Background: an optimization exercise with open tools, aiming at small area. Do not read the settings as production practice. The RTL was checked by simulation tests, not by an equivalence proof against the original design.

## ritc_trigger_top
module ritc_trigger_top #(
	parameter int A_STAGES = 0,
	parameter int B_STAGES = 2,
	parameter int C_STAGES = 3
) (
	input  logic                                              clk_i,
	input  logic                                              rst_n_i,
	input  logic                                              sync_i,
	input  logic [ritc_pkg::NBITS-1:0]                        a_i,
	input  logic [ritc_pkg::NBITS-1:0]                        b_i,
	input  logic [ritc_pkg::NBITS-1:0]                        c_i,
	input  logic                                              cfg_we_i,
	input  ritc_pkg::reg_addr_e                               cfg_addr_i,
	input  logic [ritc_pkg::CFG_BITS-1:0]                     cfg_wdata_i,
	output logic [ritc_pkg::CFG_BITS-1:0]                     cfg_rdata_o,
	output logic [ritc_pkg::NBITS*(A_STAGES+1)-1:0]           as_o,
	output logic [ritc_pkg::NBITS*(B_STAGES+1)-1:0]           bs_o,
	output logic [ritc_pkg::NBITS*(C_STAGES+1)-1:0]           cs_o,
	output logic                                              trig_o,
	output logic [ritc_pkg::NCHAN-1:0]                        trig_hits_o,
	output logic [ritc_pkg::PHASE_BITS-1:0]                   trig_phase_o
);
==> module ritc_max_mid, before the edit <==
module ritc_max_mid (
	input  logic [ritc_pkg::DEMUX-1:0] s1_i,
	input  logic [ritc_pkg::DEMUX-1:0] s2_i,
	input  logic                       top_i,
	output logic                       out_o
);
	assign out_o = |(s1_i & (s2_i | {ritc_pkg::DEMUX{~top_i}}));
endmodule
==> module ritc_min_mid, before the edit <==
module ritc_min_mid (
	input  logic [ritc_pkg::DEMUX-1:0] s1_i,
	input  logic [ritc_pkg::DEMUX-1:0] s2_i,
	input  logic                       top_i,
	output logic                       out_o
);
	assign out_o = ~&(s1_i | (s2_i & {ritc_pkg::DEMUX{top_i}}));
endmodule
export LEC_CHECK = 0
export CAP_MARGIN = 20
export CORE_AREA = 2 2 192 192
export DIE_AREA = 0 0 194 194
export SLEW_MARGIN = 20
export SYNTH_HIERARCHICAL = 1
create_clock -name core_clock -period 4.5 [get_ports {clk_i}]
standard.sh (not shown) runs the stock make flow with config.mk's settings and CLKGATE_MAP_FILE= SYNTH_SCRIPT=/design/flow/synth_recipe.tcl, a recipe that flattens the netlist after the stock synthesis.
==> flow/flow/run.sh <==
#!/bin/bash
# Standard ORFS layout (the standard.sh) with these layout choices changed:
#  - every input and output port still gets a buffer, but the small buf_1 cell
#  - the clock tree is built from clkbuf_8 cells in small clusters, without dummy loads
#  - global placement is not timing driven (its virtual repair keeps oversized
#    buffers); synthesis buffers are removed before it as the timing-driven mode does
set -o pipefail
HERE=$(pwd)
export BUFFER_PORTS_ARGS="-buffer_cell sky130_fd_sc_hd__buf_1"
export CTS_ARGS="-sink_clustering_enable -repair_clock_nets -buf_list sky130_fd_sc_hd__clkbuf_8 -root_buf sky130_fd_sc_hd__clkbuf_8 -dont_use_dummy_load -sink_clustering_size 20 -sink_clustering_max_diameter 60"
export GPL_TIMING_DRIVEN=0
export PRE_GLOBAL_PLACE_TCL=$HERE/flow/pre_global_place.tcl
bash standard.sh > standard.log 2>&1
==> flow/flow/pre_global_place.tcl <==
remove_buffers
The starting point went through all stages and came out clean.
==> next run, changes <==
--- a/flow/design.v
+++ b/flow/design.v
@@ -181,13 +181,16 @@
 module ritc_max_mid (
 	input  logic [ritc_pkg::DEMUX-1:0] s1_i,
 	input  logic [ritc_pkg::DEMUX-1:0] s2_i,
 	input  logic                       top_i,
 	output logic                       out_o
 );
-	assign out_o = |(s1_i & (s2_i | {ritc_pkg::DEMUX{~top_i}}));
+	logic any_hi, any;
+	assign any_hi = |(s1_i & s2_i);
+	assign any    = |s1_i;
+	assign out_o = top_i ? any_hi : any;
 endmodule
 module ritc_max_low (
 	input  logic [ritc_pkg::DEMUX-1:0] s0_i,
 	input  logic [ritc_pkg::DEMUX-1:0] s1_i,
 	input  logic [ritc_pkg::DEMUX-1:0] s2_i,
 	input  logic                       top_i,
@@ -199,13 +202,16 @@
 module ritc_min_mid (
 	input  logic [ritc_pkg::DEMUX-1:0] s1_i,
 	input  logic [ritc_pkg::DEMUX-1:0] s2_i,
 	input  logic                       top_i,
 	output logic                       out_o
 );
-	assign out_o = ~&(s1_i | (s2_i & {ritc_pkg::DEMUX{top_i}}));
+	logic nall_lo, nall;
+	assign nall_lo = ~&(s1_i | s2_i);
+	assign nall    = ~&s1_i;
+	assign out_o = top_i ? nall_lo : nall;
 endmodule
 module ritc_min_low (
 	input  logic [ritc_pkg::DEMUX-1:0] s0_i,
 	input  logic [ritc_pkg::DEMUX-1:0] s1_i,
 	input  logic [ritc_pkg::DEMUX-1:0] s2_i,
 	input  logic                       top_i,
Effect:
- worst setup slack improves by 0.16 ns
- global-route usage falls by 0.76 points
- synthesized area hardly moves
- utilization falls by 0.11 points
- wire length falls by a few percent
- via count falls slightly

## static timing again, ports no longer ideal
Ports are ideal in the flow. The routed layouts listed here were re-timed in OpenROAD. Step 1, drivers: a clkbuf_16 drives clk_i and a buf_2 each remaining input, both assumed. Step 2 moves the port delays by t, midway between the first and last clock arrival at a register: inputs arrive t later, outputs are due t later. That takes back most of the time a late clock gives input paths. Slacks: no drivers / after step 1 / after step 2; pairs: no drivers / after step 1.
run	shift t [ns]	setup WS [ns]	worst hold slack (ns)	worst setup path after step 2	pins driven straight from the clock port
the first run	0.623	0.121 / 0.145 / -0.478	0.325 / 0.325 / 0.325	input to register	1
the second run	0.598	0.283 / 0.305 / -0.293	0.387 / 0.387 / 0.387	input to register	1
Met with ideal ports but missed after step 2: setup timing in the first run and the second run. For the first run, which loses most, drivers alone change the setup slack by +0.024 ns; drivers and shift together by -0.599 ns.
